What follows belongs to an exercise in optimizing a design on an open flow for small area, a short achievable clock period and few clock cycles per item; a production flow would make more cautious choices.
Function was checked by simulation only, so behaviour that the tests miss may differ from the original.
Power and IR drop assume default switching activity.

==> flow/design.v <==
`timescale 1ns / 1ps
package fba_pkg;
    localparam int REQ_W    = 2;
    localparam int FRAME_W  = 10;
    localparam int STATUS_W = 3;
    localparam int CFG_W    = 11;
    localparam logic [CFG_W-1:0] CFG_RESET = 11'd1024;
    typedef logic [REQ_W-1:0]    t_req_type;
    typedef logic [STATUS_W-1:0] t_status;
    localparam t_req_type REQ_ALLOC = 2'd0;
    localparam t_req_type REQ_FREE  = 2'd1;
    localparam t_req_type REQ_TEST  = 2'd2;
    localparam t_status ST_ALLOCATED = 3'd0;
    localparam t_status ST_MAPPED    = 3'd1;
    localparam t_status ST_NO_FRAME  = 3'd2;
    localparam t_status ST_FREED     = 3'd3;
    localparam t_status ST_NOTHING   = 3'd4;
    localparam t_status ST_TESTED    = 3'd5;
    typedef struct packed {
        t_status              status;
        logic [FRAME_W-1:0]   frame_out;
        logic                 bit_is_set;
        logic                 entry_present;
        logic                 entry_writable;
        logic                 entry_user;
    } t_rsp;
endpackage
`timescale 1ns / 1ps
module fba_ram #(
    parameter int WIDTH = 32,
    parameter int DEPTH = 32
) (
    input  logic                i_clk,
    input  logic                i_we,
    input  logic [((DEPTH > 1) ? $clog2(DEPTH) : 1)-1:0] i_waddr,
    input  logic [WIDTH-1:0]    i_wdata,
    input  logic [((DEPTH > 1) ? $clog2(DEPTH) : 1)-1:0] i_raddr,
    output logic [WIDTH-1:0]    o_rdata
);
    logic [WIDTH-1:0] r_mem [DEPTH];
    always_ff @(posedge i_clk) begin
        if (i_we) begin
            r_mem[i_waddr] <= i_wdata;
        end
        o_rdata <= r_mem[i_raddr];
    end
endmodule
`timescale 1ns / 1ps
module frame_bitmap_allocator_core #(
    parameter int NUM_FRAMES = 1024,
    parameter int WORD_BITS  = 32
) (
    input  logic             i_clk,
    input  logic             i_rst_n,
    input  logic             i_cfg_we,
    input  logic [fba_pkg::CFG_W-1:0] i_cfg_wdata,
    input  logic               i_req_valid,
    output logic               o_req_ready,
    input  logic [fba_pkg::REQ_W-1:0]   i_req_type,
    input  logic [fba_pkg::FRAME_W-1:0] i_req_frame_index,
    input  logic               i_req_user_page,
    input  logic               i_req_writable_page,
    output logic               o_rsp_valid,
    input  logic               i_rsp_ready,
    output logic [fba_pkg::STATUS_W-1:0] o_rsp_status,
    output logic [fba_pkg::FRAME_W-1:0] o_rsp_frame_out,
    output logic               o_rsp_bit_is_set,
    output logic               o_rsp_entry_present,
    output logic               o_rsp_entry_writable,
    output logic               o_rsp_entry_user
);
    localparam int NR = 32;
    localparam int NC = 32;
    logic [NC-1:0]  r_bits [NR];
    logic [NR-1:0]  r_wr_row;
    logic [NC-1:0]  r_wr_data;
    logic [NR-1:0]  r_full;
    logic [NR-1:0]  r_ptr;
    logic [NR-1:0]  r_nxt;
    logic [NC-1:0]  r_cur;
    logic           r_p_ok;        
    logic           r_p_bnd;       
    logic [fba_pkg::CFG_W-1:0] r_frame_count;
    logic           r_q_valid;
    logic [1:0]     r_q_type;
    logic [NR-1:0]  r_q_rsel;      
    logic [4:0]     r_q_cidx;      
    logic           r_q_zero;      
    logic           r_q_alloc0;    
    logic           r_q_free1;     
    logic           r_q_user;
    logic           r_q_wr;
    fba_pkg::t_rsp  r_out;
    logic           r_out_valid;
    fba_pkg::t_rsp  r_r2;
    logic           r_r2_valid;
    logic           r_ready;
    function automatic logic [31:0] prefix_or(input logic [31:0] v);
        logic [31:0] p;
        p = v;
        for (int k = 1; k < 32; k = k * 2) begin
            for (int i = 31; i >= 0; i--) begin
                if (i >= k) p[i] = p[i] | p[i-k];
            end
        end
        prefix_or = p;
    endfunction
    function automatic logic [31:0] first_zero(input logic [31:0] v);
        logic [31:0] z;
        z = ~v;
        first_zero = z & ~{prefix_or(z), 1'b0};
    endfunction
    function automatic logic [31:0] second_zero(input logic [31:0] v);
        logic [31:0] one;          
        logic [31:0] two;          
        logic [31:0] z;
        z   = ~v;
        one = z;
        two = '0;
        for (int k = 1; k < 32; k = k * 2) begin
            for (int i = 31; i >= 0; i--) begin
                if (i >= k) begin
                    two[i] = two[i] | two[i-k] | (one[i] & one[i-k]);
                    one[i] = one[i] | one[i-k];
                end
            end
        end
        second_zero = z & {one[30:0], 1'b0} & ~{two[30:0], 1'b0};
    endfunction
    function automatic logic two_zeros(input logic [31:0] v);
        logic [31:0] z;
        z = ~v;
        two_zeros = |(z & {prefix_or(z), 1'b0});
    endfunction
    function automatic logic [4:0] encode(input logic [31:0] v);
        encode = '0;
        for (int i = 0; i < 32; i++) encode = encode | (v[i] ? 5'(i) : 5'd0);
    endfunction
    logic [NC-1:0]  w_q_col;       
    always_comb begin
        for (int c = 0; c < NC; c++) w_q_col[c] = (r_q_cidx == 5'(c));
    end
    logic           w_exec;
    logic           w_is_alloc, w_is_free;
    assign w_exec     = r_q_valid && !r_r2_valid;
    assign w_is_alloc = (r_q_type == fba_pkg::REQ_ALLOC);
    assign w_is_free  = (r_q_type == fba_pkg::REQ_FREE);
    logic           w_lbig;
    logic [NR-1:0]  w_row_lt;      
    logic [NR-1:0]  w_row_eq;      
    logic [NC-1:0]  w_col_ge;      
    assign w_lbig = r_frame_count[10];
    always_comb begin
        for (int r = 0; r < NR; r++) begin
            w_row_lt[r] = w_lbig || (5'(r) < r_frame_count[9:5]);
            w_row_eq[r] = !w_lbig && (5'(r) == r_frame_count[9:5]);
        end
        for (int c = 0; c < NC; c++) w_col_ge[c] = (5'(c) >= r_frame_count[4:0]);
    end
    logic [NC-1:0]  w_zero;        
    logic [NC-1:0]  w_csel;        
    logic           w_found;
    logic           w_two;         
    logic           w_alloc_en;    
    logic           w_alloc_do;
    logic           w_row_fills;
    logic           w_free_do;
    logic [NC-1:0]  w_cur_set;
    assign w_zero      = ~r_cur & ~(r_p_bnd ? w_col_ge : '0);
    assign w_csel      = first_zero(~w_zero);
    assign w_found     = |w_zero;
    assign w_two       = two_zeros(r_cur);
    assign w_alloc_en  = w_exec && r_q_alloc0 && r_p_ok;
    assign w_alloc_do  = w_alloc_en && w_found;
    assign w_row_fills = w_alloc_do && !w_two;
    assign w_free_do   = w_exec && r_q_free1;
    assign w_cur_set   = r_cur | (w_alloc_en ? w_csel : '0);
    logic [NR-1:0]  w_clr_r;       
    logic [NR-1:0]  w_full_f;      
    logic [NR-1:0]  w_ptr_f;       
    logic [NR-1:0]  w_nxt_f;       
    logic [NR-1:0]  w_nxt_a;       
    logic           w_ok_f, w_bnd_f, w_ok_n, w_bnd_n, w_ok_p, w_bnd_p;
    logic [NR-1:0]  w_row_le;      
    assign w_clr_r  = w_free_do ? r_q_rsel : '0;
    assign w_full_f = r_full & ~r_q_rsel;
    assign w_ptr_f  = first_zero(w_full_f);
    assign w_nxt_f  = second_zero(w_full_f);
    assign w_nxt_a  = first_zero(r_full | r_ptr | r_nxt);
    assign w_row_le = w_row_lt | w_row_eq;
    assign w_ok_f   = |(~w_full_f & w_row_le);
    assign w_bnd_f  = !(|(~w_full_f & w_row_lt)) && |(~w_full_f & w_row_eq);
    assign w_ok_n   = |(r_nxt & w_row_le);
    assign w_bnd_n  = |(r_nxt & w_row_eq);
    assign w_ok_p   = |(r_ptr & w_row_le);
    assign w_bnd_p  = |(r_ptr & w_row_eq);
    logic [NR-1:0]  w_ptr_next;
    logic [NR-1:0]  w_nxt_next;
    assign w_ptr_next = w_row_fills ? r_nxt : (w_free_do ? w_ptr_f : r_ptr);
    assign w_nxt_next = w_row_fills ? w_nxt_a : (w_free_do ? w_nxt_f : r_nxt);
    logic [NR-1:0]  w_rsel;
    logic [NC-1:0]  w_raw;
    logic           w_hit;
    logic [NC-1:0]  w_word;
    logic [NC-1:0]  w_word_clr;
    assign w_rsel = r_q_rsel;
    always_comb begin
        w_raw = '0;
        for (int r = 0; r < NR; r++) w_raw = w_raw | (r_bits[r] & {NC{w_rsel[r]}});
    end
    assign w_hit      = |(w_rsel & r_wr_row);
    assign w_word     = w_hit ? r_wr_data : w_raw;
    assign w_word_clr = w_word & ~w_q_col;
    always_ff @(posedge i_clk) begin
        for (int r = 0; r < NR; r++) begin
            if (r_wr_row[r]) r_bits[r] <= r_wr_data;
        end
    end
    always_ff @(posedge i_clk) begin
        if (!i_rst_n) begin
            r_wr_row  <= '1;
            r_wr_data <= '0;
        end else if (w_exec && w_is_alloc) begin
            r_wr_row  <= r_ptr;
            r_wr_data <= w_cur_set;
        end else begin
            r_wr_row  <= w_clr_r;
            r_wr_data <= w_word_clr;
        end
    end
    fba_pkg::t_rsp  w_res;
    always_comb begin
        w_res = '0;
        if (w_is_alloc) begin
            if (!r_q_zero) begin
                w_res.status = fba_pkg::ST_MAPPED;
            end else if (w_alloc_do) begin
                w_res.status         = fba_pkg::ST_ALLOCATED;
                w_res.frame_out      = {encode(r_ptr), encode(w_csel)};
                w_res.entry_present  = 1'b1;
                w_res.entry_writable = r_q_wr;
                w_res.entry_user     = r_q_user;
            end else begin
                w_res.status = fba_pkg::ST_NO_FRAME;
            end
        end else if (w_is_free) begin
            w_res.status = r_q_zero ? fba_pkg::ST_NOTHING : fba_pkg::ST_FREED;
        end else begin
            w_res.status     = fba_pkg::ST_TESTED;
            w_res.bit_is_set = w_hit ? |(r_wr_data & w_q_col) : |(w_raw & w_q_col);
        end
    end
    logic w_take;
    logic w_q_valid_next, w_out_valid_next, w_r2_valid_next;
    assign o_req_ready = r_ready;
    assign w_take      = i_req_valid && r_ready;
    always_comb begin
        w_q_valid_next   = (w_exec || !r_q_valid) ? i_req_valid : r_q_valid;
        w_out_valid_next = r_out_valid;
        w_r2_valid_next  = r_r2_valid;
        if (r_r2_valid) begin
            if (!r_out_valid || i_rsp_ready) begin
                w_out_valid_next = 1'b1;
                w_r2_valid_next  = 1'b0;
            end
        end else if (w_exec) begin
            if (!r_out_valid || i_rsp_ready) w_out_valid_next = 1'b1;
            else                             w_r2_valid_next  = 1'b1;
        end else if (r_out_valid && i_rsp_ready) begin
            w_out_valid_next = 1'b0;
        end
    end
    always_ff @(posedge i_clk) begin
        if (!i_rst_n) begin
            r_full        <= '0;
            r_ptr         <= NR'(1);
            r_nxt         <= NR'(2);
            r_cur         <= '0;
            r_p_ok        <= 1'b1;
            r_p_bnd       <= 1'b0;
            r_frame_count <= fba_pkg::CFG_RESET;
            r_q_valid     <= 1'b0;
            r_out_valid   <= 1'b0;
            r_r2_valid    <= 1'b0;
            r_ready       <= 1'b1;
        end else begin
            if (i_cfg_we) r_frame_count <= i_cfg_wdata;
            r_ptr   <= w_ptr_next;
            r_nxt   <= w_nxt_next;
            r_p_ok  <= w_row_fills ? w_ok_n  : (w_free_do ? w_ok_f  : w_ok_p);
            r_p_bnd <= w_row_fills ? w_bnd_n : (w_free_do ? w_bnd_f : w_bnd_p);
            if (w_row_fills) begin
                r_full <= r_full | r_ptr;
                r_cur  <= w_word;
            end else if (w_alloc_en) begin
                r_cur  <= w_cur_set;
            end else if (w_free_do) begin
                r_full <= w_full_f;
                if (|(w_ptr_f & r_q_rsel)) r_cur <= w_word_clr;
            end
            r_q_valid   <= w_q_valid_next;
            r_out_valid <= w_out_valid_next;
            r_r2_valid  <= w_r2_valid_next;
            r_ready     <= !(w_q_valid_next && w_r2_valid_next);
        end
    end
    always_ff @(posedge i_clk) begin
        if (w_take) begin
            r_q_type <= i_req_type;
            for (int r = 0; r < NR; r++) begin
                r_q_rsel[r] <= (i_req_type == fba_pkg::REQ_ALLOC) ? w_nxt_next[r]
                                                                  : (i_req_frame_index[9:5] == 5'(r));
            end
            r_q_cidx <= i_req_frame_index[4:0];
            r_q_zero   <= (i_req_frame_index == 10'd0);
            r_q_alloc0 <= (i_req_type == fba_pkg::REQ_ALLOC) && (i_req_frame_index == 10'd0);
            r_q_free1  <= (i_req_type == fba_pkg::REQ_FREE) && (i_req_frame_index != 10'd0);
            r_q_user <= i_req_user_page;
            r_q_wr   <= i_req_writable_page;
        end
        if (r_r2_valid) begin
            if (!r_out_valid || i_rsp_ready) r_out <= r_r2;
        end else if (w_exec) begin
            if (!r_out_valid || i_rsp_ready) r_out <= w_res;
            else                             r_r2  <= w_res;
        end
    end
    assign o_rsp_valid          = r_out_valid;
    assign o_rsp_status         = r_out.status;
    assign o_rsp_frame_out      = r_out.frame_out;
    assign o_rsp_bit_is_set     = r_out.bit_is_set;
    assign o_rsp_entry_present  = r_out.entry_present;
    assign o_rsp_entry_writable = r_out.entry_writable;
    assign o_rsp_entry_user     = r_out.entry_user;
endmodule
==> flow/flow/run.sh <==
#!/bin/bash
set -euo pipefail
grep -q 'SETUP_SLACK_MARGIN=5' standard.sh
sed 's/SETUP_SLACK_MARGIN=5/SETUP_SLACK_MARGIN=6.5/' standard.sh > standard_margin.sh
bash standard_margin.sh > flow_make.log 2>&1
test -s out/final.def
==> flow/standard.sh <==
#!/bin/bash
# synth_recipe.tcl (not shown) runs the flow's synth.tcl, then flattens the netlist and writes it again
# the make line also repeats each setting of config.mk as NAME=value (left out here)
make -C /OpenROAD-flow-scripts/flow DESIGN_CONFIG=/design/flow/config.mk WORK_HOME=/design/flow/orfs CLKGATE_MAP_FILE= SYNTH_SCRIPT=/design/flow/synth_recipe.tcl "${@:-finish}"
==> flow/config.mk <==
export PLATFORM = sky130hd
export DESIGN_NAME = frame_bitmap_allocator_core
export DESIGN_NICKNAME = frame_bitmap_allocator_core
export VERILOG_FILES = /design/flow/design.v
export SDC_FILE = /design/flow/constraint.sdc
export NUM_CORES = 4
export LEC_CHECK = 0
export CAP_MARGIN = 20
export CORE_MARGIN = 2
export CORE_UTILIZATION = 40
export CTS_CLUSTER_DIAMETER = 60
export CTS_CLUSTER_SIZE = 40
export SETUP_SLACK_MARGIN = 5
export SLEW_MARGIN = 20
==> flow/constraint.sdc <==
create_clock -name core_clock -period 10.0 [get_ports {i_clk}]
set_input_delay 2.0000 -clock core_clock [delete_from_list [all_inputs] [get_ports {i_clk}]]
set_output_delay 2.0000 -clock core_clock [all_outputs]
set_load 0.01 [all_outputs]
==> flow_summary_export.csv, run 1 <==
group,metric,value,unit
place,hpwl,136700,um
synth,netlist_instances,4444,
clocking,ctsRootBufferMaster,"clkbuf_16",
synth,netlist_top_cells_area,"edfxtp_1, a22oi_1, dfxtp_1",
routing,ant_nets,0,
die,fp.dieW,379.9,um
worst_setup_path,endpoint,"r_q_rsel[24]",
clocking,path_clk_slew,0.08,ns
global_routing,grt_start_max_net_pins,122,
worst_setup_path,rr_worst_depth,9,
timing,post-route-min-period,3.561,ns
worst_setup_path,r2r-end,"r_q_rsel[24]",
final_layout,multi_input_area,0.01857,sq mm
timing,period_share,35.61,%
synth,synth_edf_count,1102,
die,die_h,379.9,um
run_status,status,"complete, no violations",
final_layout,regArea,0.03736,sq mm
worst_setup_path,crit_path_max_fanout,42,
pwr,p_sw_share,26.01,%
synth,ys_warn_count,2,
final_layout,nets,4480,
routing,drtPass1Iterations,8,
worst_hold_path,hp-class,"flop to flop",
synth,synthMostInstantiatedCell,"edfxtp_1",
place,dpl-instance-area,0.05924,sq mm
pwr,power.internal,8.458,mW
global_routing,grt_antenna_before_repair,11,
global_routing,grt_pass1_vias,41064,
clocking,clkLatencyLatePin,0.79,ns
clocking,cts_hold_buf,0,
synth,yosysUniqueCellTypes,112,
die,die_area,0.1443,sq mm
synth,synth_common_cells,"edfxtp_1, a22oi_1, nor2_1",
timing,finalHoldViolCount,0,
timing,max_freq,280.8,MHz
worst_setup_path,r2r_slack,6.44,ns
routing,wl,238700,um
synth,synth.top_cell.area_share,58.54,%
place,io_buffers,48,
synth,ys_async_sr_fraction,0,%
synth,yosysTopAreaCell,"edfxtp_1",
final_layout,fillers,12449,
pwr,vdd_drop_max,175.9,uV
worst_setup_path,cpPeakStageDelay,0.72,ns
worst_setup_path,path_cells,"buf_6, nor4bb_1, nand4_1, nor3_1, or3_1, o21ai_0, a31oi_1, mux2i_1, o2bb2ai_1",
clocking,clock-sinks,1311,
timing,fin_setup_tns,0,ns
pwr,p_switching,2.974,mW
timing,clock_skew,0.07723,ns
timing,final-max-slew-violation-count,0,
routing,dr_total_vias,44893,
synth,yosysSeqAreaShare,65.94,%
final_layout,fin_area,0.06433,sq mm
worst_setup_path,worstSetupStartpointType,"flop",
worst_setup_path,worstSetupPathType,"flop to flop",
job,cap_violations,0,
synth,syn_nets,4474,
timing,slew_headroom,24.22,%
timing,worst_pin_slew,1.132,ns
worst_setup_path,endpoint_kind,"flop",
pwr,p_per_area,177.7,mW/mm^2
global_routing,grt_overflow,0,
timing,setup_viol,0,
worst_setup_path,cp.required,10.48,ns
worst_setup_path,r2r-start,"r_q_rsel[3]",
pwr,p_comb_share,7.3,%
global_routing,grt_usage,31.79,%
timing,grt_setup_unrepaired,"yes",
global_routing,grt_pass1_wl,327400,um
place,globalplace.congestion,1.033,
clocking,htree_levels,3,
synth,syn_area,0.05653,sq mm
die,pin_count,49,
routing,wl_per_cell,37.23,um
clocking,cts_tree,"done",
routing,drt-initial-drc-count,8486,
die,initial_utilization,40.41,%
worst_setup_path,slowest_stage,"nor4bb_1",
clocking,clock_path_buffers,3,
final_layout,drive_gt1_share,13.76,%
worst_setup_path,startpoint,"r_q_rsel[3]",
synth,ys.flop_type,"edfxtp_1",
synth,ys_ff_latch,1311,
final_layout,area_growth,13.81,%
pwr,seq_power_share,54.5,%
routing,routed_via_density,7.001,
clocking,cts_made_buffers,97,
routing,drc_errors,0,
pwr,leakage,20.95,nW
pwr,pwr-share-clk,38.2,%
worst_setup_path,critPathArrivalTime,4.04,ns
synth,avgSynthCellArea,12.72,sq um
die,num_rows,137,
die,core_area,0.1399,sq mm
-- cell families (layout without fill, tap and decap cells) --
family | Yosys count | in the layout | share of synthesized area [%]
compound gates | 1341 | 1341 | 17.05
flops | 1311 | 1311 | 65.94
simple gates | 1308 | 1308 | 12.39
buf+inv | 378 | 468 | 2.700
mux | 67 | 67 | 1.255
fa+ha+maj | 25 | 25 | 0.4427
xor+xnor | 14 | 14 | 0.2169
other cells | 0 | 2 | 0
-- timing repair --
action,in CTS,in global routing
pin swaps,10,14
cloned,1,3
setup endpoints to repair,223,95
resized for setup,178,78
buffers inserted,24,22
-- critical path: cells and delay by family (launching register included) --
family,cells,cell delay (ns)
and+or+nand+nor,4,1.90
AOI/OAI and AO/OA,3,0.58
DFF,1,0.38
buffers and inverters,1,0.29
muxes,1,0.15
-- layout make-up --
class	count	area share, %
Multi-Input combinational cell	2755	28.87
Inverter	36	0.2178
Tap cell	1876	3.649
Clock inverter	83	1.694
Clock buffer	100	3.824
Sequential cell	1311	58.08
Timing Repair Buffer	249	3.666
Antenna cell	2	0.007779
-- how the worst min path moves through the flow --
stage,from,end,slack [ns],cells after the start
global route,r_r2[0],r_out[0],0.53,1
floorplan,r_nxt[23],r_ptr[23],0.47,2
CTS,r_r2[0],r_out[0],0.53,1
detailed placement,r_r2[10],r_out[10],0.51,1
finish,r_r2[0],r_out[0],0.52,1
global placement,r_full[30],r_full[30],0.51,2
-- through the flow --
step                worst slack (ns)  std cells  hold slack (ns)  power (mW)  util (%)
global route                   6.416       6410           0.5327       11.67     45.99
detailed placement             5.380       6176           0.5111       7.109     42.35
finish                         6.439       6412           0.5249       11.43     45.99
global placement               5.455       6175           0.5103       7.100     42.35
CTS                            6.433       6384           0.5268       11.40     45.55
floorplan                      6.534       4444           0.4750       6.692         -
-- metal layers --
metal / up-vias / track usage (%) / wire [um]
li1: 17868 / - / -
met1: 22664 / 44.50 / 91680
met2: 3677 / 46.58 / 101800
met3: 678 / 7.656 / 31920
met4: 6 / 14.79 / 13230
met5: - / 0 / 46
-- state kept, by name, indices dropped and copies added (netlist names) --
| name | flops |
|---|---|
| r_q_valid | 1 |
| r_wr_data | 32 |
| r_q_alloc0 | 1 |
| r_q_zero | 1 |
| r_ready | 1 |
| r_q_rsel | 32 |
| r_cur | 32 |
| r_wr_row | 32 |
| r_r2 | 17 |
| r_q_free1 | 1 |
| r_out_valid | 1 |
| r_bits | 1024 |
| r_p_ok | 1 |
| r_full | 32 |
| r_p_bnd | 1 |
| r_q_wr | 1 |
| r_ptr | 32 |
| r_r2_valid | 1 |
| r_nxt | 32 |
| r_out | 17 |
| r_q_type | 2 |
| r_q_user | 1 |
| r_q_cidx | 5 |
| r_frame_count | 11 |
-- power groups by stage --
stage	Sequential [mW]	Clock [mW]	Combinational [mW]
global placement	6.34	0	0.757
CTS	6.22	4.38	0.789
floorplan	6.37	0	0.323
finish	6.23	4.36	0.838
global route	6.25	4.58	0.846
detailed placement	6.35	0	0.757
-- cell usage in the layout (no fill, tap or decap), types with 25 or more instances in the layout --
cell             netlist  final
edfxtp_1            1102   1102
a22oi_1              584    583
nor2_1               287    280
nand2_1              271    270
a21oi_1              158    156
buf_4                  9    156
nand4_1              150    150
dfxtp_1              209    144
o21ai_0              136    133
nand3_1              115    110
clkbuf_16              0    101
nor3_1               107     97
dfxtp_2                0     63
o22ai_1               54     54
mux2i_1               54     54
a211oi_1              54     51
nand2b_1              51     46
nor4_1                70     44
nor2b_1               49     40
a221o_1               36     36
inv_1                 35     35
a31oi_1               35     35
or3_1                 31     29
clkdlybuf4s50_1        0     28
maj3_1                25     25
Testbench counts, summed over its fixed seeds: cycles 24,032, items 24,000.
==> inputs of run 2 (changes only) <==
==> flow/flow/run.sh (replaced) <==
#!/bin/bash
set -euo pipefail
grep -q 'SETUP_SLACK_MARGIN=5' standard.sh
sed "s/SETUP_SLACK_MARGIN=5/SETUP_SLACK_MARGIN=6.5 'CTS_ARGS=-sink_clustering_enable -repair_clock_nets -sink_clustering_size 40 -sink_clustering_max_diameter 60 -dont_use_dummy_load'/" standard.sh > standard_tuned.sh
grep -q 'dont_use_dummy_load' standard_tuned.sh
bash standard_tuned.sh > flow_make.log 2>&1
test -s out/final.def
--- a/flow/config.mk
+++ b/flow/config.mk
@@ -8,7 +8,5 @@
 export CAP_MARGIN = 20
 export CORE_MARGIN = 2
 export CORE_UTILIZATION = 40
-export CTS_CLUSTER_DIAMETER = 60
-export CTS_CLUSTER_SIZE = 40
 export SETUP_SLACK_MARGIN = 5
 export SLEW_MARGIN = 20
==> run 2 against run 1 <==
Still clean on timing, DRC and antenna. Sequential cell count unchanged. Total power down 7.2%. Fmax up 0.85%. Combinational power up 2.4%. Critical endpoint is now r_q_rsel[30]. Largest power group unchanged.
==> flow_summary_export.csv, run 2 <==
group,metric,value,unit
run_status,status,"complete, no violations",
routing,dr_total_vias,44901,
routing,wl_per_cell,38.10,um
final_layout,final_cell_mix,"edfxtp_1, a22oi_1, nor2_1",
routing,routed_via_density,7.077,
routing,drt-initial-drc-count,8292,
timing,grt_setup_unrepaired,"yes",
synth,syn_area,0.05653,sq mm
worst_hold_path,hold_depth,1,
synth,synthXorXnorAreaFrac,0.2169,%
routing,drtPass1Iterations,9,
place,globalplace.congestion,1.033,
clocking,clock_path_buffers,3,
worst_hold_path,hold_start,"r_r2[0]",
worst_setup_path,r2r-start,"r_q_rsel[5]",
place,dpl-instance-area,0.05924,sq mm
place,io_buffers,48,
synth,ys_warn_count,2,
clocking,cts_hold_buf,0,
final_layout,nets,4498,
routing,ant_nets,0,
timing,final-max-slew-violation-count,0,
synth,synth_top_family_by_area,"compound AO/OA/AOI/OAI gates",
timing,finalHoldViolCount,0,
die,num_rows,137,
final_layout,largest-register,"r_bits",
timing,clock_skew,0.1323,ns
timing,post-route-min-period,3.531,ns
clocking,ctsRootBufferMaster,"clkbuf_16",
die,die_area,0.1443,sq mm
worst_setup_path,r2r-end,"r_q_rsel[30]",
clocking,htree_levels,3,
worst_setup_path,r2r_slack,6.47,ns
worst_setup_path,rr_worst_depth,9,
global_routing,grt_pass1_wl,328000,um
synth,synthAdderAreaFrac,0.4427,%
worst_setup_path,critPathArrivalTime,4.05,ns
synth,synth_edf_count,1102,
synth,ys.flop_type,"edfxtp_1",
timing,worst_pin_slew,1.173,ns
synth,syn_nets,4474,
timing,slew_headroom,21.68,%
timing,max_freq,283.2,MHz
place,place_inst,6176,
synth,avgSynthCellArea,12.72,sq um
synth,synth.top_cell.area_share,58.54,%
timing,setup_viol,0,
synth,synth_compound_area_share,17.05,%
routing,drc_errors,0,
synth,synthMostInstantiatedCell,"edfxtp_1",
die,fp.dieW,379.9,um
worst_hold_path,hp-class,"flop to flop",
pwr,leakage,20.71,nW
global_routing,grt_usage,31.92,%
global_routing,grt_start_max_net_pins,122,
clocking,cts_tree,"done",
routing,wl,241800,um
synth,synth_common_cells,"edfxtp_1, a22oi_1, nor2_1",
final_layout,drive_gt1_share,12.88,%
global_routing,grt_antenna_before_repair,8,
clocking,cts_made_buffers,97,
worst_setup_path,crit_path_max_fanout,15,
global_routing,grt_overflow,0,
place,hpwl,136700,um
global_routing,grt_pass1_vias,40937,
die,core_area,0.1399,sq mm
final_layout,fin_area,0.06369,sq mm
die,pin_count,49,
die,die_h,379.9,um
final_layout,area_growth,12.68,%
synth,ys_async_sr_fraction,0,%
synth,netlist_top_cells_area,"edfxtp_1, a22oi_1, dfxtp_1",
worst_hold_path,holdPathEnd,"r_out[0]",
worst_setup_path,cp.required,10.52,ns
synth,ys_ff_latch,1311,
clocking,path_clk_slew,0.08,ns
synth,yosysSeqAreaShare,65.94,%
worst_setup_path,endpoint_kind,"flop",
timing,fin_setup_tns,0,ns
worst_setup_path,worstSetupPathType,"flop to flop",
clocking,clock-sinks,1311,
timing,setup_ws,6.469,ns
synth,yosysTopAreaCell,"edfxtp_1",
timing,period_share,35.31,%
synth,yosys.area_share.simple,12.39,%
final_layout,largest_reg_flops,1024,
pwr,p_per_area,166.5,mW/mm^2
worst_setup_path,worstSetupStartpointType,"flop",
worst_setup_path,startpoint,"r_q_rsel[5]",
final_layout,final_common_cell,"edfxtp_1",
place,pre_cts_ws,5.380,ns
pwr,vdd_drop_max,173.7,uV
clocking,clkLatencyLatePin,0.78,ns
synth,synthMuxAreaShare,1.255,%
die,initial_utilization,40.41,%
synth,yosysUniqueCellTypes,112,
final_layout,fin_cells,6345,
job,cap_violations,0,
synth,netlist_instances,4444,
## run 2: kinds of logic after synthesis
logic type,after synthesis
buf+inv,378
compound gates,1341
flops,1311
fa+ha+maj,25
mux,67
xor+xnor,14
simple gates,1308
## run 2: critical path: stages, from the launching register on
cell and delay, ns:
edfxtp_1 0.38, buf_4 0.25, nand2b_2 0.38, maj3_1 0.44, o21ai_0 0.43, a32o_1 0.46
nand4_1 0.23, o21ai_0 0.46, mux2i_1 0.18, o22ai_1 0.15
## run 2: worst max-delay path by stage
stage,to,cells after the start
after floorplan,r_q_alloc0,1
after global placement,r_cur[3],10
after detailed placement,r_q_rsel[20],10
after CTS,r_q_rsel[20],10
after global routing,r_r2[3],11
final,r_q_rsel[30],9
## run 2: report_power, final
part / internal (mW) / total [mW] / switching, mW
combinational: 0.211 / 0.858 / 0.647
clock: 1.70 / 3.52 / 1.81
sequential: 6.13 / 6.23 / 0.102
total: 8.04 / 10.6 / 2.56
## run 2: layer usage
metal / global-route usage, % / part of all wire (%) / vias up
met5: 0 / 0.0070 / -
met4: 14.04 / 5.5 / 2
met3: 7.665 / 14 / 696
met2: 46.96 / 43 / 3789
met1: 44.86 / 38 / 22616
li1: - / - / 17798
## run 2: cell type report
class                      count  area, sq um
timing repair buffer         267         2716
inverter                      36        140.1
clock buffer                  97         2427
tap                         1876         2347
fill                       12514        76180
multi-input combinational   2755        18690
antenna                        3        7.507
sequential                  1311        37360
## run 2: what timing repair did
action,in CTS,in global routing
setup buffers,25,33
gates cloned,2,8
gates resized for setup,178,130
endpoints found under the setup margin,223,94
hold endpoints to repair,0,0
pin swaps,10,18
## run 2: metrics by stage
step,hold WS (ns),utilization (%),power (mW)
2_1_floorplan,0.4750,-,6.692
3_3_place_gp,0.5103,42.35,7.100
3_5_place_dp,0.5111,42.35,7.109
4_1_cts,0.5027,44.77,10.55
5_1_grt,0.5090,45.53,10.82
6_report,0.5010,45.54,10.61
==> inputs of run 3 (changes only) <==
--- a/flow/design.v
+++ b/flow/design.v
@@ -99,8 +99,8 @@
         logic [31:0] p;
         p = v;
         for (int k = 1; k < 32; k = k * 2) begin
-            for (int i = 31; i >= 0; i--) begin
-                if (i >= k) p[i] = p[i] | p[i-k];
+            for (int i = 0; i < 32; i++) begin
+                if (((i / k) % 2) == 1) p[i] = p[i] | p[(i / k) * k - 1];
             end
         end
         prefix_or = p;
@@ -114,23 +114,33 @@
         logic [31:0] one;          
         logic [31:0] two;          
         logic [31:0] z;
+        int          j;
         z   = ~v;
         one = z;
         two = '0;
         for (int k = 1; k < 32; k = k * 2) begin
-            for (int i = 31; i >= 0; i--) begin
-                if (i >= k) begin
-                    two[i] = two[i] | two[i-k] | (one[i] & one[i-k]);
-                    one[i] = one[i] | one[i-k];
+            for (int i = 0; i < 32; i++) begin
+                if (((i / k) % 2) == 1) begin
+                    j      = (i / k) * k - 1;
+                    two[i] = two[i] | two[j] | (one[i] & one[j]);
+                    one[i] = one[i] | one[j];
                 end
             end
         end
         second_zero = z & {one[30:0], 1'b0} & ~{two[30:0], 1'b0};
     endfunction
     function automatic logic two_zeros(input logic [31:0] v);
-        logic [31:0] z;
-        z = ~v;
-        two_zeros = |(z & {prefix_or(z), 1'b0});
+        logic [31:0] one;
+        logic [31:0] two;
+        one = ~v;
+        two = '0;
+        for (int k = 1; k < 32; k = k * 2) begin
+            for (int i = 0; i < 32; i = i + 2 * k) begin
+                two[i] = two[i] | two[i+k] | (one[i] & one[i+k]);
+                one[i] = one[i] | one[i+k];
+            end
+        end
+        two_zeros = two[0];
     endfunction
     function automatic logic [4:0] encode(input logic [31:0] v);
         encode = '0;
==> run 3 against run 2 <==
Routed wire length fell by 7.7%. Clock-buffer cell count did not move. Clock skew fell by 0.024 ns. Worst setup slack got worse by 0.070 ns. Register-to-register slack got worse by 0.07 ns. Clock power barely moved. Via count fell by 5.0%. Sequential cell count did not move. Combinational power fell by 9.7%. Critical path depth fell by 2. Critical endpoint is now r_q_rsel[31].
==> flow_summary_export.csv, run 3 <==
group,metric,value,unit
run_status,status,"complete, no violations",
synth,ys_ff_latch,1311,
clocking,cts_made_buffers,97,
final_layout,area_growth,11.85,%
worst_setup_path,endpoint_kind,"flop",
final_layout,final_common_cell,"edfxtp_1",
timing,slew_headroom,35.16,%
final_layout,utilization,44.97,%
place,dpl-instance-area,0.05797,sq mm
worst_setup_path,cp_top_family,"simple AND/OR/NAND/NOR gates",
clocking,cts_tree,"done",
clocking,cts_hold_buf,0,
global_routing,busiest_layer,"met2",
global_routing,grt_overflow,0,
synth,synth_common_cells,"edfxtp_1, a22oi_1, nor2_1",
global_routing,grt_start_max_net_pins,76,
final_layout,final_cell_mix,"edfxtp_1, a22oi_1, nor2_1",
timing,finalHoldViolCount,0,
worst_setup_path,critPathArrivalTime,4.08,ns
timing,fin_setup_tns,0,ns
routing,routed_via_density,7.008,
pwr,p_per_area,171.6,mW/mm^2
timing,final-max-slew-violation-count,0,
clocking,path_clk_slew,0.07,ns
global_routing,grt_usage,30.64,%
timing,post-route-min-period,3.601,ns
pwr,leakage,20.38,nW
routing,dr_total_vias,42648,
worst_setup_path,crit_path_max_fanout,7,
worst_hold_path,hp-class,"flop to flop",
global_routing,grt.met2_usage,45.81,%
worst_setup_path,worst_path_most_repeated_cell,"nand3_1",
die,num_rows,136,
timing,max_freq,277.7,MHz
global_routing,grt_pass1_vias,38618,
synth,synth_edf_count,1102,
final_layout,largest-register,"r_bits",
final_layout,largest_reg_flops,1024,
global_routing,use_met3,7.837,%
routing,drt-initial-drc-count,8361,
global_routing,grt_antenna_before_repair,8,
worst_setup_path,worstSetupPathType,"flop to flop",
routing,wl,223300,um
place,hpwl,134000,um
clocking,htree_levels,3,
final_layout,nets,4318,
routing,drtPass1Iterations,7,
global_routing,grt_pass1_wl,306700,um
worst_setup_path,slowest_stage,"dfxtp_1",
global_routing,grt_use_met1,42.50,%
die,core_area,0.1372,sq mm
clocking,clkLatencyLatePin,0.76,ns
synth,avgSynthCellArea,12.95,sq um
clocking,clock_path_buffers,3,
synth,synth.top_cell.area_share,60.02,%
timing,setup_viol,0,
worst_setup_path,cp.required,10.48,ns
die,initial_utilization,40.20,%
timing,timing.hold.ws,0.5247,ns
routing,drc_errors,0,
final_layout,drive_gt1_share,12.27,%
routing,wl_per_cell,36.69,um
synth,ys.flop_type,"edfxtp_1",
worst_setup_path,worstSetupStartpointType,"flop",
final_layout,fin_area,0.06167,sq mm
place,globalplace.congestion,1.029,
worst_setup_path,path_buf_inv,0,
pwr,vdd_drop_max,133.1,uV
synth,ys_async_sr_fraction,0,%
synth,syn_area,0.05514,sq mm
synth,yosysUniqueCellTypes,101,
die,die_h,375.3,um
timing,clock_skew,0.1083,ns
die,die_area,0.1408,sq mm
synth,ys_warn_count,2,
worst_setup_path,path_cells,"nor3_1, nor4b_1, nand3_1, nor2_1, nand3_1, or4_1, o21ai_1",
timing,worst_pin_slew,0.9727,ns
timing,grt_setup_unrepaired,"yes",
job,cap_violations,0,
worst_setup_path,cpPeakStageDelay,0.63,ns
synth,yosysSeqAreaShare,67.61,%
timing,period_share,36.01,%
synth,syn_nets,4288,
clocking,clock-sinks,1311,
synth,netlist_top_cells_area,"edfxtp_1, a22oi_1, dfxtp_1",
synth,yosysTopAreaCell,"edfxtp_1",
synth,synthMostInstantiatedCell,"edfxtp_1",
die,pin_count,49,
synth,netlist_instances,4258,
pwr,totalPowerFinal,10.58,mW
die,fp.dieW,375.3,um
place,io_buffers,48,
routing,ant_nets,0,
clocking,ctsRootBufferMaster,"clkbuf_16",
run 3: cell type report:
| cell class | count | area [sq um] |
|---|---|---|
| Timing Repair Buffer | 264 | 2369 |
| Fill cell | 12284 | 75480 |
| Clock buffer | 97 | 2427 |
| Sequential cell | 1311 | 37360 |
| Inverter | 24 | 95.09 |
| Tap cell | 1794 | 2245 |
| Antenna cell | 6 | 15.01 |
| Multi-Input combinational cell | 2590 | 17160 |
run 3: kinds of logic (layout without fill, tap and decap cells):
family	count (synthesis)	in the layout	share of synthesized area [%]
AOI/OAI and AO/OA	1326	1326	17.24
DFF	1311	1311	67.61
and+or+nand+nor	1194	1196	11.34
buffers and inverters	359	385	2.580
muxes	40	40	0.7716
xor gates and xnor gates	16	16	0.2542
adders and majority gates	12	12	0.2179
other	0	6	0
run 3: final timing paths:
path	from	endpoint	slack [ns]	cells past startpoint
worst max-delay path	r_ptr[4]	r_q_rsel[31]	6.40	7
worst min-delay path	r_r2[4]	r_out[4]	0.52	1
worst max register to register	r_ptr[4]	r_q_rsel[31]	6.40	7
worst min register to register	r_r2[4]	r_out[4]	0.52	1
run 3: through the flow:
stage	instances	setup WS, ns
CTS	6053	6.426
floorplan	4258	6.534
global placement	5936	4.947
global route	6080	6.407
finish	6086	6.399
detailed placement	5936	5.174
run 3: report_power, final:
part	switching (mW)	leakage, nW	total (mW)	internal [mW]
registers	0.146	13.1	6.30	6.15
logic	0.582	6.09	0.775	0.193
clock network	1.81	1.20	3.51	1.70
run 3: repair_timing:
action	CTS	global route
cloned	1	4
setup buffers	19	23
pin swaps	17	12
resized for setup	125	92
setup endpoints to repair	246	74
run 3: layer usage:
metal	share of wire [%]	up-vias	wire (um)
li1	-	17005	-
met1	38	21387	84200
met2	43	3605	96520
met3	14	649	30920
met4	5.2	2	11610
met5	0.0076	-	17
Testbench counts of run 3, summed over its fixed seeds: cycles 24,032, items 24,000.
==> inputs of run 4 (changes only) <==
--- a/flow/config.mk
+++ b/flow/config.mk
@@ -8,5 +8,6 @@
 export CAP_MARGIN = 20
 export CORE_MARGIN = 2
 export CORE_UTILIZATION = 40
+export PLACE_DENSITY = 0.75
 export SETUP_SLACK_MARGIN = 5
 export SLEW_MARGIN = 20
==> run 4 against run 3 <==
Worst hold slack worse by 0.034 ns. Sequential cell count stayed put. Fmax is 3.1% higher. Critical endpoint unchanged. Largest power group unchanged.
==> flow_summary_export.csv, run 4 <==
group,metric,value,unit
clocking,clkLatencyLatePin,0.77,ns
routing,ant_nets,0,
global_routing,grt_start_max_net_pins,86,
worst_setup_path,cp.depth,7,
synth,synthMuxAreaShare,0.7716,%
job,cap_violations,0,
synth,ys.flop_type,"edfxtp_1",
timing,max_freq,286.3,MHz
routing,wl,213400,um
routing,wl_per_cell,35.20,um
final_layout,largest_reg_flops,1024,
routing,drc_errors,0,
global_routing,grt_usage,29.21,%
pwr,seq_power_share,60.2,%
clocking,ctsRootBufferMaster,"clkbuf_16",
routing,dr_total_vias,42669,
place,globalplace.congestion,1.004,
synth,yosysTopAreaCell,"edfxtp_1",
final_layout,final_cell_mix,"edfxtp_1, a22oi_1, nor2_1",
synth,synthXorXnorAreaFrac,0.2542,%
worst_setup_path,r2r_slack,6.51,ns
worst_setup_path,path_buf_inv,0,
die,die_h,375.3,um
synth,ys_ff_latch,1311,
synth,yosysSeqAreaShare,67.61,%
clocking,clock-sinks,1311,
worst_setup_path,cpPeakStageDelay,0.77,ns
clocking,cts_made_buffers,92,
timing,grt_setup_unrepaired,"yes",
pwr,vdd_drop_max,141.7,uV
place,io_buffers,48,
worst_setup_path,endpoint,"r_q_rsel[31]",
timing,period_share,34.93,%
worst_setup_path,cp_top_family,"simple AND/OR/NAND/NOR gates",
pwr,p_per_area,170.5,mW/mm^2
worst_setup_path,cp.required,10.54,ns
global_routing,grt_pass1_vias,39400,
pwr,pwr-share-clk,32.4,%
synth,synth.top_cell.area_share,60.02,%
synth,netlist_top_cells_area,"edfxtp_1, a22oi_1, dfxtp_1",
pwr,p_switching,2.474,mW
synth,netlist_instances,4258,
synth,ys_warn_count,2,
synth,synthAdderAreaFrac,0.2179,%
run_status,status,"complete, no violations",
synth,syn_area,0.05514,sq mm
routing,routed_via_density,7.038,
final_layout,nets,4299,
worst_setup_path,startpoint,"r_nxt[1]",
synth,avgSynthCellArea,12.95,sq um
die,pin_count,49,
final_layout,largest-register,"r_bits",
global_routing,grt_antenna_before_repair,5,
die,core_area,0.1372,sq mm
worst_setup_path,worstSetupPathType,"flop to flop",
clocking,path_clk_slew,0.10,ns
worst_setup_path,endpoint_kind,"flop",
place,hpwl,126700,um
clocking,htree_levels,3,
clocking,cts_tree,"done",
synth,ys_async_sr_fraction,0,%
timing,clock_skew,0.1285,ns
timing,slew_headroom,23.38,%
pwr,p_comb_share,7.5,%
timing,post-route-min-period,3.493,ns
clocking,clock_path_buffers,3,
timing,setup_viol,0,
pwr,power.internal,7.958,mW
worst_hold_path,hp-class,"flop to flop",
die,die_area,0.1408,sq mm
global_routing,grt_overflow,0,
final_layout,area_growth,10.94,%
worst_setup_path,slowest_stage,"nor4_1",
worst_setup_path,crit_path_max_fanout,6,
worst_setup_path,r2r-start,"r_nxt[1]",
timing,final-max-slew-violation-count,0,
worst_setup_path,rr_worst_depth,7,
synth,synth_common_cells,"edfxtp_1, a22oi_1, nor2_1",
timing,finalHoldViolCount,0,
worst_setup_path,worst_path_most_repeated_cell,"nand3_1",
die,num_rows,136,
pwr,p_sw_share,23.71,%
global_routing,grt_pass1_wl,296600,um
synth,synth_compound_area_share,17.24,%
synth,synthMostInstantiatedCell,"edfxtp_1",
pwr,totalPowerFinal,10.43,mW
final_layout,drive_gt1_share,11.13,%
clocking,cts_hold_buf,0,
synth,synth_edf_count,1102,
worst_setup_path,r2r-end,"r_q_rsel[31]",
die,initial_utilization,40.20,%
timing,fin_setup_tns,0,ns
routing,drtPass1Iterations,9,
synth,syn_nets,4288,
synth,synth_top_family_by_area,"compound AO/OA/AOI/OAI gates",
pwr,leakage,20.14,nW
routing,drt-initial-drc-count,9370,
worst_setup_path,critPathArrivalTime,4.03,ns
die,fp.dieW,375.3,um
timing,worst_pin_slew,1.149,ns
worst_setup_path,path_cells,"nor3_1, nor4_1, nand3_1, nor2_1, nand3_1, or4_1, o21ai_0",
synth,yosys.area_share.simple,11.34,%
final_layout,final_common_cell,"edfxtp_1",
synth,yosysUniqueCellTypes,101,
worst_setup_path,worstSetupStartpointType,"flop",
run 4: power groups by stage:
stage	registers [mW]	logic, mW	clock network [mW]
2_1_floorplan	6.40	0.311	0
3_3_place_gp	6.38	0.709	0
3_5_place_dp	6.39	0.714	0
4_1_cts	6.27	0.729	3.36
5_1_grt	6.29	0.782	3.55
6_report	6.28	0.777	3.38
run 4: per-layer routing:
metal | vias up | share of wire (%) | global-route usage [%]
met5 | - | 0.027 | 0
met4 | 8 | 6.2 | 15.41
met3 | 761 | 17 | 8.852
met2 | 4196 | 42 | 42.47
met1 | 20736 | 35 | 39.29
li1 | 16968 | - | -
run 4: repair_timing:
item,in CTS,in global routing
setup buffers,22,11
hold endpoints to repair,0,0
setup endpoints to repair,244,89
pin swaps,10,9
gates resized for setup,90,60
cloned,1,3
run 4: how the worst min path moves through the flow:
| stage | from | depth (start not counted) | endpoint |
|---|---|---|---|
| finish | r_wr_row[26] | 0 | r_bits[26][5] |
| floorplan | r_full[31] | 2 | r_full[31] |
| global route | r_wr_row[26] | 0 | r_bits[26][5] |
| detailed placement | r_wr_row[24] | 0 | r_bits[24][1] |
| CTS | r_wr_row[26] | 0 | r_bits[26][5] |
| global placement | r_wr_row[24] | 0 | r_bits[24][1] |
run 4: per-stage QoR:
step	hold slack [ns]	cell area [sq um]	utilization [%]	cells	setup WS, ns
2_1_floorplan	0.4891	55140	-	4258	6.534
3_3_place_gp	0.4713	57950	42.25	5932	5.133
3_5_place_dp	0.4681	57960	42.26	5932	5.077
4_1_cts	0.4932	60750	44.29	6047	6.426
5_1_grt	0.4777	61160	44.59	6061	6.469
6_report	0.4910	61170	44.60	6063	6.507
run 4: area by class of cell:
class / instances / area, sq um
antenna: 2 / 5.005
clock buffer: 92 / 2302
fill: 12035 / 75980
inverter: 24 / 95.09
multi-input combinational: 2589 / 16940
sequential: 1311 / 37350
tap: 1794 / 2245
timing repair buffer: 251 / 2225
run 4: worst reg2reg max path, delay by kind of cell, from the launching register on:
family             cells  cell delay [ns]
and+or+nand+nor        6             2.57
DFF                    1             0.59
AOI/OAI and AO/OA      1             0.20
run 4: kinds of logic after synthesis:
logic type               count (synthesis)
multiplexers                            40
flip-flops                            1311
XOR/XNOR                                16
adder cells (fa/ha/maj)                 12
AO/OA/AOI/OAI                         1326
AND/OR/NAND/NOR                       1194
buffers and inverters                  359
==> inputs of run 5 (changes only) <==
==> flow/flow/run.sh (replaced) <==
#!/bin/bash
set -euo pipefail
grep -q 'SETUP_SLACK_MARGIN=5' standard.sh
sed "s/SETUP_SLACK_MARGIN=5/SETUP_SLACK_MARGIN=6.8 'CTS_ARGS=-sink_clustering_enable -repair_clock_nets -sink_clustering_size 40 -sink_clustering_max_diameter 60 -dont_use_dummy_load'/" standard.sh > standard_tuned.sh
grep -q 'dont_use_dummy_load' standard_tuned.sh
bash standard_tuned.sh > flow_make.log 2>&1
test -s out/final.def
==> run 5 against run 4 <==
Via count increased by 3.0%. First-iteration DRC count grew 5.8%. Worst setup slack improved by 0.17 ns. Die area stayed put. Routed wire length up 5.6%. Non-clock buffer count is 126 higher. Sequential share of layout area is 2.5 points lower. Critical path type unchanged.
==> flow_summary_export.csv, run 5 <==
group,metric,value,unit
worst_setup_path,worstSetupPathType,"flop to flop",
place,hpwl,128800,um
die,pin_count,49,
timing,period_share,33.23,%
die,fp.dieW,375.3,um
synth,netlist_top_cells_area,"edfxtp_1, a22oi_1, dfxtp_1",
place,globalplace.congestion,1.050,
final_layout,fin_area,0.06384,sq mm
worst_setup_path,r2r-end,"r_out[3]",
worst_setup_path,path_cells,"buf_12, buf_8, a22oi_1, nand4_1, or4_4, a2111oi_4, o2111ai_2, nor4_4, buf_4, o41ai_1",
worst_setup_path,r2r-start,"r_q_rsel[14]",
die,die_area,0.1408,sq mm
timing,slew_headroom,17.96,%
place,io_buffers,48,
global_routing,grt_antenna_before_repair,6,
place,dpl-instance-area,0.05805,sq mm
synth,synthMostInstantiatedCell,"edfxtp_1",
clocking,path_clk_slew,0.08,ns
synth,ys.flop_type,"edfxtp_1",
global_routing,grt_start_max_net_pins,73,
clocking,cts_tree,"done",
worst_setup_path,slowest_stage,"or4_4",
synth,netlist_instances,4258,
synth,synth_edf_count,1102,
clocking,cts_made_buffers,90,
global_routing,grt_pass1_vias,40206,
die,num_rows,136,
worst_setup_path,crit_path_max_fanout,25,
job,cap_violations,0,
final_layout,final_common_cell,"edfxtp_1",
synth,syn_nets,4288,
worst_setup_path,cp.required,10.38,ns
final_layout,final_cell_mix,"edfxtp_1, a22oi_1, nand2_1, nor2_1, buf_4",
routing,drt-initial-drc-count,9917,
timing,finalHoldViolCount,0,
final_layout,nets,4423,
synth,yosysUniqueCellTypes,101,
timing,max_freq,301.0,MHz
pwr,leakage,21.33,nW
worst_hold_path,hp-class,"flop to flop",
final_layout,area_growth,15.78,%
synth,synth.top_cell.area_share,60.02,%
final_layout,multi_input_area,0.01778,sq mm
final_layout,largest-register,"r_bits",
worst_hold_path,hold_depth,0,
routing,drtPass1Iterations,10,
pwr,totalPowerFinal,10.50,mW
worst_setup_path,r2r_slack,6.68,ns
die,die_h,375.3,um
routing,routed_via_density,7.106,
timing,grt_setup_unrepaired,"yes",
worst_setup_path,endpoint_kind,"flop",
timing,clock_skew,0.1190,ns
synth,yosysSeqAreaShare,67.61,%
run_status,status,"complete, no violations",
final_layout,antennaDiodeCount,0,
global_routing,grt_pass1_wl,305400,um
clocking,cts_hold_buf,0,
worst_setup_path,rr_worst_depth,10,
global_routing,grt_overflow,0,
worst_setup_path,critPathArrivalTime,3.70,ns
timing,fin_setup_tns,0,ns
synth,syn_area,0.05514,sq mm
clocking,clock-sinks,1311,
place,pre_cts_ws,4.758,ns
synth,yosysTopAreaCell,"edfxtp_1",
routing,wl_per_cell,36.45,um
worst_setup_path,cpPeakStageDelay,0.64,ns
final_layout,drive_gt1_share,17.10,%
clocking,clkLatencyLatePin,0.74,ns
timing,final-max-slew-violation-count,0,
routing,dr_total_vias,43952,
pwr,p_per_area,164.4,mW/mm^2
clocking,ctsRootBufferMaster,"clkbuf_16",
synth,avgSynthCellArea,12.95,sq um
routing,ant_nets,0,
final_layout,utilization,46.54,%
pwr,vdd_drop_max,148.3,uV
final_layout,fillers,11722,
routing,wl,225400,um
clocking,htree_levels,3,
die,initial_utilization,40.20,%
clocking,clock_path_buffers,3,
final_layout,largest_reg_flops,1024,
routing,drc_errors,0,
synth,synth_common_cells,"edfxtp_1, a22oi_1, nor2_1",
worst_hold_path,hold_start,"r_wr_row[9]",
global_routing,grt_usage,30.16,%
worst_setup_path,worstSetupStartpointType,"flop",
die,core_area,0.1372,sq mm
timing,setup_ws,6.677,ns
synth,ys_ff_latch,1311,
synth,ys_warn_count,2,
timing,worst_pin_slew,1.229,ns
final_layout,regArea,0.03739,sq mm
synth,ys_async_sr_fraction,0,%
timing,setup_viol,0,
worst_hold_path,holdPathEnd,"r_bits[9][8]",
timing,post-route-min-period,3.323,ns
## run 5: cell counts after synthesis
Identical to the previous run, type by type.
## run 5: repair_timing
| action | 4_1_cts | 5_1_grt |
|---|---|---|
| buffers inserted | 51 | 80 |
| resized for setup | 348 | 183 |
| pin swaps | 38 | 56 |
| gates cloned | 9 | 14 |
| endpoints found under the setup margin | 273 | 127 |
## run 5: layer usage
layer | routed length [um] | vias to the layer above | GRT usage (%)
li1 | - | 17218 | -
met4 | 17110 | 12 | 18.06
met1 | 75470 | 21195 | 39.52
met5 | 187 | - | 0.7204
met2 | 93630 | 4520 | 43.73
met3 | 39030 | 1007 | 9.465
## run 5: how the worst max path moves through the flow
stage                         endpoint                 start  slack (ns)
after floorplan              r_q_free1  i_req_frame_index[5]        6.80
after global placement    r_q_rsel[18]               r_p_bnd        4.72
after detailed placement  r_q_rsel[18]               r_p_bnd        4.76
after CTS                 r_q_rsel[26]         i_req_type[1]        6.75
after global routing          r_out[3]          r_q_rsel[24]        6.69
final                         r_out[3]          r_q_rsel[14]        6.68
## run 5: area by class of cell
type	count	area share [%]
flip-flops and latches	1311	58.57
multi-input cells	2589	27.85
repair buffers	377	6.366
clock buffers	90	3.528
well taps	1794	3.516
inverters	24	0.1607
## run 5: critical path: cells and delay by family (launching register included)
| kind | cells | cell delay (ns) |
|---|---|---|
| compound gates | 4 | 0.91 |
| buf+inv | 3 | 0.62 |
| flops | 1 | 0.43 |
| simple gates | 3 | 0.99 |
## run 5: cells by family (layout without fill, tap and decap cells)
kind of cell	Yosys count	in the layout	synth area share, %
and+or+nand+nor	1194	1195	11.34
buffers and inverters	359	491	2.580
AOI/OAI and AO/OA	1326	1326	17.24
xor gates and xnor gates	16	16	0.2542
muxes	40	40	0.7716
DFF	1311	1311	67.61
adders and majority gates	12	12	0.2179
## run 5: stage by stage
| step | hold slack [ns] | std cells |
|---|---|---|
| global placement | 0.5074 | 5940 |
| detailed placement | 0.5067 | 5941 |
| global route | 0.4923 | 6185 |
| floorplan | 0.4891 | 4258 |
| finish | 0.4926 | 6185 |
| CTS | 0.4799 | 6091 |
## run 5: where the power goes
| group | switching (mW) | total [mW] | internal [mW] | leakage [nW] |
|---|---|---|---|---|
| clock | 1.75 | 3.34 | 1.58 | 1.11 |
| sequential | 0.128 | 6.28 | 6.15 | 13.1 |
| combinational | 0.640 | 0.881 | 0.241 | 7.12 |

-- afterwards: timing with drivers on the ports --
In the flow no input, the clock included, has a driving cell. The finished layouts below were timed again as built, in two steps. Step 1 sets driving cells, clkbuf_16 on the clock port and buf_2 on the other inputs (assumed; they add their load-dependent delay and slew). Step 2, shift: input delay + t, output delay - t, t = (earliest + latest rising clock arrival at the registers) / 2. This alone moves slack from input paths to output paths. Slacks: ideal ports / drivers / drivers and shift; pairs: ideal ports / drivers.
run | t, ns | slack for setup (ns) | latest minus earliest clock arrival (ns) | worst slew at a driven data input, ns | cell pins on the clock port's net
run 1 | 0.823 | 6.439 / 6.439 / 5.728 | 0.079 / 0.079 | 0.07 | 1
run 2 | 0.790 | 6.469 / 6.469 / 5.825 | 0.132 / 0.132 | 0.07 | 1
run 3 | 0.784 | 6.399 / 6.399 / 5.843 | 0.115 / 0.114 | 0.06 | 1
run 4 | 0.769 | 6.507 / 6.507 / 5.807 | 0.150 / 0.150 | 0.07 | 1
run 5 | 0.748 | 6.677 / 6.677 / 6.055 | 0.133 / 0.133 | 0.05 | 1
After both steps setup and hold are still met in every run listed. The setup slack of run 1, which loses most, moves by 0.000 ns with the drivers and by -0.711 ns with both steps.
